This is an optimization exercise on Yosys and OpenROAD, whose aim is small area, a short achievable clock period and few clock cycles, not a production implementation.
Function was checked by simulation only, so behaviour that the tests miss may differ from the original.
Power figures rest on the tool's default switching activity, not on a simulated workload.

--- flow/run.sh ---
#!/bin/bash
# synth_recipe.tcl (not shown) runs the flow's synth.tcl, then flattens the netlist and writes it again
# the make line also repeats each setting of config.mk as NAME=value (left out here)
make -C /OpenROAD-flow-scripts/flow DESIGN_CONFIG=/design/flow/config.mk WORK_HOME=/design/flow/orfs CLKGATE_MAP_FILE= SYNTH_SCRIPT=/design/flow/synth_recipe.tcl finish
--- flow/config.mk ---
export PLATFORM = sky130hd
export DESIGN_NAME = price_time_order_match
export DESIGN_NICKNAME = price_time_order_match
export VERILOG_FILES = /design/flow/design.v
export SDC_FILE = /design/flow/constraint.sdc
export NUM_CORES = 4
export LEC_CHECK = 0
export CAP_MARGIN = 20
export CORE_MARGIN = 2
export CORE_UTILIZATION = 40
export SLEW_MARGIN = 20
--- flow/constraint.sdc ---
create_clock -name core_clock -period 9.0 [get_ports {clock}]
set_input_delay 1.8000 -clock core_clock [delete_from_list [all_inputs] [get_ports {clock}]]
set_output_delay 1.8000 -clock core_clock [all_outputs]
set_load 0.01 [all_outputs]
--- flow/design.v ---
package ptom_pkg;
   localparam int DefaultBookDepth = 16;
   localparam logic [1:0] STATUS_OK        = 2'd0;
   localparam logic [1:0] STATUS_FULL      = 2'd1;
   localparam logic [1:0] STATUS_SELL_IGN  = 2'd2;
   localparam logic ACTION_ADD   = 1'b0;
   localparam logic ACTION_MATCH = 1'b1;
   localparam logic SIDE_BUY     = 1'b0;
   localparam logic SIDE_SELL    = 1'b1;
   typedef struct packed {
      logic        action;
      logic [31:0] order_id;
      logic        side;
      logic [23:0] price;
      logic [19:0] quantity;
   } req_type;
   typedef struct packed {
      logic        trade_valid;
      logic [31:0] maker_id;
      logic [31:0] taker_id;
      logic [23:0] trade_price;
      logic [19:0] trade_quantity;
      logic [19:0] remaining_quantity;
      logic [1:0]  status;
      logic        best_valid;
      logic [31:0] best_id;
      logic [23:0] best_price;
      logic [19:0] best_quantity;
      logic        last;
   } rsp_type;
   typedef struct packed {
      logic        used;
      logic [31:0] id;
      logic [23:0] price;
      logic [19:0] quantity;
   } entry_type;
   typedef struct packed {
      logic        insert;
      logic        pop;
      logic        set_head_qty;
      logic [19:0] head_qty;
      entry_type   new_entry;
   } cell_cmd_type;
   typedef enum logic [1:0] {
      ST_IDLE,
      ST_MATCH
   } state_type;
endpackage
module ptom_cell (
   input  logic                  clock,
   input  logic                  reset,
   input  ptom_pkg::cell_cmd_type cmd,
   input  ptom_pkg::entry_type   prev_entry,
   input  ptom_pkg::entry_type   next_entry,
   input  logic                  prev_goes_ahead,
   input  logic                  is_head,
   output ptom_pkg::entry_type   entry,
   output logic                  goes_ahead
);
   ptom_pkg::entry_type entry_ff, entry_in;
   logic      used_ff, used_in;
   assign goes_ahead = used_ff && (entry_ff.price >= cmd.new_entry.price);
   always_comb begin
      entry_in      = entry_ff;
      entry_in.used = used_ff;
      if (cmd.insert) begin
         if (!goes_ahead) begin
            entry_in = prev_goes_ahead ? cmd.new_entry : prev_entry;
         end
      end else if (cmd.pop) begin
         entry_in = next_entry;
      end else if (cmd.set_head_qty && is_head) begin
         entry_in.quantity = cmd.head_qty;
      end
      used_in = entry_in.used;
   end
   always_ff @(posedge clock) begin
      if (reset) begin
         used_ff <= 1'b0;
      end else begin
         used_ff <= used_in;
      end
      entry_ff <= entry_in;
   end
   always_comb begin
      entry      = entry_ff;
      entry.used = used_ff;
   end
endmodule
module ptom_ctrl (
   input  logic                   clock,
   input  logic                   reset,
   input  logic                   start,
   input  ptom_pkg::req_type      req_data,
   input  ptom_pkg::entry_type    head,
   input  ptom_pkg::entry_type    second,
   input  logic                   full,
   output logic                   busy,
   output logic                   rsp_strobe,
   output ptom_pkg::rsp_type      rsp_data,
   output ptom_pkg::cell_cmd_type cmd
);
   ptom_pkg::state_type   state_ff, state_in;
   logic [31:0] sell_id_ff, sell_id_in;
   logic [23:0] sell_price_ff, sell_price_in;
   logic [19:0] rem_ff, rem_in;
   logic        strobe_ff, strobe_in;
   ptom_pkg::rsp_type     rsp_ff, rsp_in;
   logic        report_ff, report_in;
   logic [1:0]  rstat_ff, rstat_in;
   logic        rtrade_ff, rtrade_in;
   logic [31:0] rbuyer_ff, rbuyer_in;
   logic [23:0] rtp_ff, rtp_in;
   logic [19:0] rtq_ff, rtq_in;
   logic [19:0] rrem_ff, rrem_in;
   logic        rseller_ff, rseller_in;
   logic        rlast_ff, rlast_in;
   logic        can_trade;
   logic [19:0] tq;
   logic [19:0] rq_left;
   logic [19:0] rem_left;
   logic        head_pops;
   ptom_pkg::entry_type   after_head;
   logic        more;
   always_comb begin
      can_trade  = (rem_ff != '0) && head.used && (sell_price_ff <= head.price);
      tq         = (rem_ff < head.quantity) ? rem_ff : head.quantity;
      rq_left    = head.quantity - tq;
      rem_left   = rem_ff - tq;
      head_pops  = (rq_left == '0);
      after_head = head_pops ? second : head;
      if (!head_pops) after_head.quantity = rq_left;
      more = (rem_left != '0) && after_head.used && (sell_price_ff <= after_head.price);
   end
   always_comb begin
      state_in      = state_ff;
      sell_id_in    = sell_id_ff;
      sell_price_in = sell_price_ff;
      rem_in        = rem_ff;
      report_in     = 1'b0;
      rstat_in      = ptom_pkg::STATUS_OK;
      rtrade_in     = 1'b0;
      rbuyer_in     = '0;
      rtp_in        = '0;
      rtq_in        = '0;
      rrem_in       = '0;
      rseller_in    = 1'b0;
      rlast_in      = 1'b1;
      cmd           = '0;
      cmd.new_entry.used     = 1'b1;
      cmd.new_entry.id       = req_data.order_id;
      cmd.new_entry.price    = req_data.price;
      cmd.new_entry.quantity = req_data.quantity;
      busy          = (state_ff != ptom_pkg::ST_IDLE) || report_ff;
      unique case (state_ff)
         ptom_pkg::ST_IDLE: begin
            if (start && !busy) begin
               if (req_data.action == ptom_pkg::ACTION_ADD) begin
                  report_in = 1'b1;
                  if (req_data.side != ptom_pkg::SIDE_BUY) begin
                     rstat_in = ptom_pkg::STATUS_SELL_IGN;
                  end else if (full) begin
                     rstat_in = ptom_pkg::STATUS_FULL;
                  end else begin
                     cmd.insert = 1'b1;
                  end
               end else begin
                  sell_id_in    = req_data.order_id;
                  sell_price_in = req_data.price;
                  rem_in        = req_data.quantity;
                  state_in      = ptom_pkg::ST_MATCH;
               end
            end
         end
         ptom_pkg::ST_MATCH: begin
            report_in  = 1'b1;
            rseller_in = 1'b1;
            if (can_trade) begin
               rtrade_in = 1'b1;
               rbuyer_in = head.id;
               rtp_in    = head.price;
               rtq_in    = tq;
               rrem_in   = rem_left;
               rem_in    = rem_left;
               rlast_in  = !more;
               cmd.pop          = head_pops;
               cmd.set_head_qty = !head_pops;
               cmd.head_qty     = rq_left;
               if (!more) state_in = ptom_pkg::ST_IDLE;
            end else begin
               rrem_in  = rem_ff;
               state_in = ptom_pkg::ST_IDLE;
            end
         end
         default: state_in = ptom_pkg::ST_IDLE;
      endcase
   end
   always_comb begin
      rsp_in = '0;
      rsp_in.trade_valid        = rtrade_ff;
      rsp_in.maker_id           = rbuyer_ff;
      rsp_in.taker_id           = rseller_ff ? sell_id_ff : '0;
      rsp_in.trade_price        = rtp_ff;
      rsp_in.trade_quantity     = rtq_ff;
      rsp_in.remaining_quantity = rrem_ff;
      rsp_in.status             = rstat_ff;
      rsp_in.best_valid         = head.used;
      rsp_in.best_id            = head.used ? head.id : '0;
      rsp_in.best_price         = head.used ? head.price : '0;
      rsp_in.best_quantity      = head.used ? head.quantity : '0;
      rsp_in.last               = rlast_ff;
      strobe_in                 = report_ff;
   end
   always_ff @(posedge clock) begin
      if (reset) begin
         state_ff  <= ptom_pkg::ST_IDLE;
         report_ff <= 1'b0;
         strobe_ff <= 1'b0;
      end else begin
         state_ff  <= state_in;
         report_ff <= report_in;
         strobe_ff <= strobe_in;
      end
      sell_id_ff    <= sell_id_in;
      sell_price_ff <= sell_price_in;
      rem_ff        <= rem_in;
      rstat_ff      <= rstat_in;
      rtrade_ff     <= rtrade_in;
      rbuyer_ff     <= rbuyer_in;
      rtp_ff        <= rtp_in;
      rtq_ff        <= rtq_in;
      rrem_ff       <= rrem_in;
      rseller_ff    <= rseller_in;
      rlast_ff      <= rlast_in;
      rsp_ff        <= rsp_in;
   end
   assign rsp_strobe = strobe_ff;
   assign rsp_data   = rsp_ff;
endmodule
module price_time_order_match #(
   parameter int BookDepth = ptom_pkg::DefaultBookDepth
) (
   input  logic        clock,
   input  logic        reset,
   input  logic        start,
   output logic        busy,
   input  logic        req_action,
   input  logic [31:0] req_order_id,
   input  logic        req_side,
   input  logic [23:0] req_price,
   input  logic [19:0] req_quantity,
   output logic        rsp_strobe,
   output logic        rsp_trade_valid,
   output logic [31:0] rsp_maker_id,
   output logic [31:0] rsp_taker_id,
   output logic [23:0] rsp_trade_price,
   output logic [19:0] rsp_trade_quantity,
   output logic [19:0] rsp_remaining_quantity,
   output logic [1:0]  rsp_status,
   output logic        rsp_best_valid,
   output logic [31:0] rsp_best_id,
   output logic [23:0] rsp_best_price,
   output logic [19:0] rsp_best_quantity,
   output logic        rsp_last
);
   localparam int EW = 1 + 32 + 24 + 20;   
   ptom_pkg::cell_cmd_type cmd;
   ptom_pkg::req_type      req_data;
   ptom_pkg::rsp_type      rsp_data;
   logic [BookDepth*EW-1:0] entries;
   logic [BookDepth-1:0]    ahead;
   assign req_data.action   = req_action;
   assign req_data.order_id = req_order_id;
   assign req_data.side     = req_side;
   assign req_data.price    = req_price;
   assign req_data.quantity = req_quantity;
   for (genvar g = 0; g < BookDepth; g++) begin : g_cell
      ptom_pkg::entry_type prev_e, next_e, ent;
      logic                prev_ahead;
      if (g == 0) begin : g_first
         assign prev_e     = '0;
         assign prev_ahead = 1'b1;
      end else begin : g_mid
         assign prev_e     = entries[(g-1)*EW +: EW];
         assign prev_ahead = ahead[g-1];
      end
      if (g == BookDepth - 1) begin : g_last
         assign next_e = '0;
      end else begin : g_notlast
         assign next_e = entries[(g+1)*EW +: EW];
      end
      assign entries[g*EW +: EW] = ent;
      ptom_cell u_cell (
         .clock          (clock),
         .reset          (reset),
         .cmd            (cmd),
         .prev_entry     (prev_e),
         .next_entry     (next_e),
         .prev_goes_ahead(prev_ahead),
         .is_head        (g == 0),
         .entry          (ent),
         .goes_ahead     (ahead[g])
      );
   end
   ptom_ctrl u_ctrl (
      .clock     (clock),
      .reset     (reset),
      .start     (start),
      .req_data  (req_data),
      .head      (entries[0 +: EW]),
      .second    (entries[EW +: EW]),
      .full      (entries[(BookDepth-1)*EW + EW - 1]),
      .busy      (busy),
      .rsp_strobe(rsp_strobe),
      .rsp_data  (rsp_data),
      .cmd       (cmd)
   );
   assign rsp_trade_valid        = rsp_data.trade_valid;
   assign rsp_maker_id           = rsp_data.maker_id;
   assign rsp_taker_id           = rsp_data.taker_id;
   assign rsp_trade_price        = rsp_data.trade_price;
   assign rsp_trade_quantity     = rsp_data.trade_quantity;
   assign rsp_remaining_quantity = rsp_data.remaining_quantity;
   assign rsp_status             = rsp_data.status;
   assign rsp_best_valid         = rsp_data.best_valid;
   assign rsp_best_id            = rsp_data.best_id;
   assign rsp_best_price         = rsp_data.best_price;
   assign rsp_best_quantity      = rsp_data.best_quantity;
   assign rsp_last               = rsp_data.last;
endmodule
==> run summary <==
## final cells by class
cell class	instances	area [um^2]	share of cell area [%]
diodes	6	15.01	0.01538
inverters	112	424.2	0.4346
multi-input cells	5740	37560	38.49
well taps	2821	3530	3.616
flip-flops and latches	1621	45390	46.51
repair buffers	464	4636	4.750
clock buffers	265	5236	5.365
clock inverters	74	803.3	0.8230
## final timing paths
kind	endpoint	slack, ns	cells after the start
max	u_ctrl.state_ff[0]$_SDFFE_PP0P_	0.85	31
min	u_ctrl.rsp_ff[143]$_DFF_P_	0.32	0
max reg2reg	u_ctrl.state_ff[0]$_SDFFE_PP0P_	0.85	31
min reg2reg	u_ctrl.rsp_ff[143]$_DFF_P_	0.32	0
## power by group through the flow
stage,Combinational [W],Sequential (W),Clock (W)
floorplan,0.00122,0.00862,0
global placement,0.00190,0.00865,0
detailed placement,0.00193,0.00866,0
CTS,0.00194,0.00850,0.00771
global route,0.00214,0.00852,0.00798
finish,0.00196,0.00851,0.00756
## stage by stage
step,area [um^2],cells,hold WS [ns],util [%],power [W]
5_1_grt,97590,11101,0.3259,45.97,0.01864
3_3_place_gp,91530,10757,0.3122,43.11,0.01055
2_1_floorplan,85450,8116,0.3096,-,0.009835
4_1_cts,97580,11097,0.3199,45.96,0.01815
6_report,97600,11103,0.3153,45.97,0.01802
3_5_place_dp,91540,10758,0.3121,43.12,0.01059
## Yosys cell counts (118+ instances only)
library cell  instances  share of area, %
nand2_1            1221               5.4
a211oi_1            185               1.6
edfxtp_1           1292                45
nor3_1              118              0.69
and2_1              149               1.1
nor2_1              485               2.1
mux2i_1             970                11
a21oi_1             298               1.7
nand3_1             142              0.83
o21ai_0            1025               6.0
clkbuf_1            569               2.5
ha_1                447               6.5
a21o_1              163               1.4
dfxtp_1             329               7.7
## cell families (layout without fill, tap and decap cells)
logic type,after synthesis,after routing
compound gates,1953,1953
buf+inv,755,915
other cells,0,6
simple gates,2327,2327
mux,977,977
xor+xnor,32,32
flops,1621,1621
fa+ha+maj,451,451
## state kept, by name, indices dropped and copies added, names as in the netlist
name and count:
g_cell.u_cell.entry_ff 1216, g_cell.u_cell.used_ff 16, u_ctrl.rbuyer_ff 32, u_ctrl.rem_ff 20, u_ctrl.report_ff 1, u_ctrl.rlast_ff 1, u_ctrl.rrem_ff 20, u_ctrl.rseller_ff 1
u_ctrl.rsp_ff 209, u_ctrl.rstat_ff 2, u_ctrl.rtp_ff 24, u_ctrl.rtq_ff 20, u_ctrl.rtrade_ff 1, u_ctrl.sell_id_ff 32, u_ctrl.sell_price_ff 24, u_ctrl.state_ff 1
u_ctrl.strobe_ff 1
## routing by layer
metal  vias up  wire, um  track usage [%]
li1      29601         -                -
met1     31827    124400            35.81
met2      2838    124900            39.00
met3       445     22710            4.034
met4        10      8948            8.135
met5         -        66                0
==> impl_results.md <==
- CTS Buf Count: 181
- Vias in the first global route: 62.59k
- Max Clock Skew: just over 0.05 ns
- Outcome: timing/DRC/antenna clean
- Largest family of logic cells by synthesized area: compound AO/OA/AOI/OAI gates
- Hold_buf cts: 0
- WL/cell: between 20 and 30 um
- ANT nets after route: 0
- Distinct cells, synth: 84
- Element type at the critical path end: flip-flop
- Mapped Avg Cell Area: 10.53 um^2
- Switching Power: 0.004737 W
- Horiz. Die Dim: ~470 um
- Post-synthesis adder-cell area fraction: around 6.6%
- Hold Vio Cnt, Final: 0
- Critical path origin: g_cell[0].u_cell.entry_ff[2]$_DFFE_PP_
- Crit-path max cell delay: roughly 0.57 ns
- Reg clk slew, reported paths: about 0.070 ns
- Seq pwr share: 47.2%
- Max frequency: around 120 MHz
- Clock latency (worst-skew pair): 0.86 ns
- Core area: ~210000 um^2
- Antenna violations before repair: 15
- Die area: ~220000 um^2
- Synth async-reset ratio: 0%
- Post-synthesis cell count: about 8.1k
- Post-synth top flop: edfxtp_1
- Setup bufs post-CTS: 0
- Min-delay src: u_ctrl.rtp_ff[23]$_SDFF_PN0_
- Worst Tran Pin Value: roughly 1.2 ns
- Number of vias per cell: slightly below 6
- Total number of vias: roughly 65k
- TritonCTS sink count: between 1.5k and 2k
- Delay-heaviest family, CP: compound AO/OA/AOI/OAI gates
- First-pass GRT wire length: 415100 um
- Number of flops mapped to enable cells by yosys: approximately 1.3k
- Detailed Routing Iterations Pass 1: 6
- # setup viols final: 0
- Layout area overhead: 14.23%
- CP Class: reg -> reg
- CP required: 9.76 ns
- Xor/xnor cell area share of the yosys netlist: less than 1%
- Post-synthesis mux area share: a little under an eighth
- Setup TNS: 0 ns
- Post-route DRC: 0
- Post_cts resized: 0
- GRT Util Overall: about a quarter
- Syn_nets: approximately 8.6k
- Commonest non-fill, non-tap cell in the layout: edfxtp_1
- Sequential share of the synthesized area: ~53%
- Max IR drop VDD: 0.0002321 V
- Leak: between 30 and 40 nW
- Initial core utilization: 40.24%
- Final net count: around 8.6k
- Post-Synth Simple-Gate Area: about an eighth
- HPWL after detailed placement: roughly 180000 um
- Clock Path Buffers: 3
- Worst r2r src: g_cell[0].u_cell.entry_ff[2]$_DFFE_PP_
- Root buffer cell: clkbuf_16
- GPL Wtd Cong: roughly 0.92
- Slew HR: ~17%
- Pint: about 0.013 W
- Number of synthesized register bits: roughly 1.6k
- Die H: roughly 470 um
- Comb power frac: between 10% and 20%
- Total I/O pin count: between 200 and 300
- Worst hold path type: reg -> reg
- Tmin final: between 8 and 9 ns
- Worst Path Arrival: between 8 and 9 ns
- Port bufs: around 290
- # rows: ~170
- Pwr/cell area: approximately 180 nW/um^2
- Crit path buf inv count: 2
- Post-Syn Area: 85440 um^2
- Max-slew violation count: 0
- Crit start category: flip-flop
- RSZ-0062 raised after global routing: no
- Total gr overflow: 0
- TritonCTS clock tree: yes
- Fill cells: just under 20k
- Place WS: around 0.95 ns
- Share of cells above drive strength 1: 6.174%
- Compound-cell area share of the yosys netlist: between 10% and 20%
- 1st-iter DRT viols: about 7.4k
- Switching portion of total power: about a quarter
- Clock power share: 41.9%
- Tcrit/Tclk final: between 90% and 100%
- Critical Path Slowest Stage Cell: nor4_4
- Crit path top cell by count: a21oi_1
- Ys Warns: 2
- H-Tree Depth: 4
- Critical Path Fanout Max: 19
- Max-Cap Viols: 0
- Most frequent cells in the layout: edfxtp_1, nand2_1, o21ai_0, mux2i_1, nor2_1
- Largest net degree at the start of global routing: roughly 260
- Total wire length: around 280000 um
- PnR worst setup slack: roughly 0.85 ns
Testbench counts, summed over its fixed seeds: cycles 11,267.

-- static timing again, ports no longer ideal --
No port has a modelled driver above. Below, the same layout with a new extraction and two added sets of constraints. Step 1 assumes that a clkbuf_16 drives the clock port and a buf_2 every other input. Step 2, shift: input delay + t, output delay - t, t = (earliest + latest rising clock arrival at the registers) / 2. This alone moves slack from input paths to output paths. Slacks: ideal ports / drivers / drivers and shift; pairs: ideal ports / drivers.
t, ns: 0.920
setup WS [ns]: 0.846 / 0.846 / 0.846
worst setup path at the end: register to register
After both steps this run still meets setup and hold. The setup slack of this run moves by 0.000 ns with the drivers and by 0.000 ns with both steps.
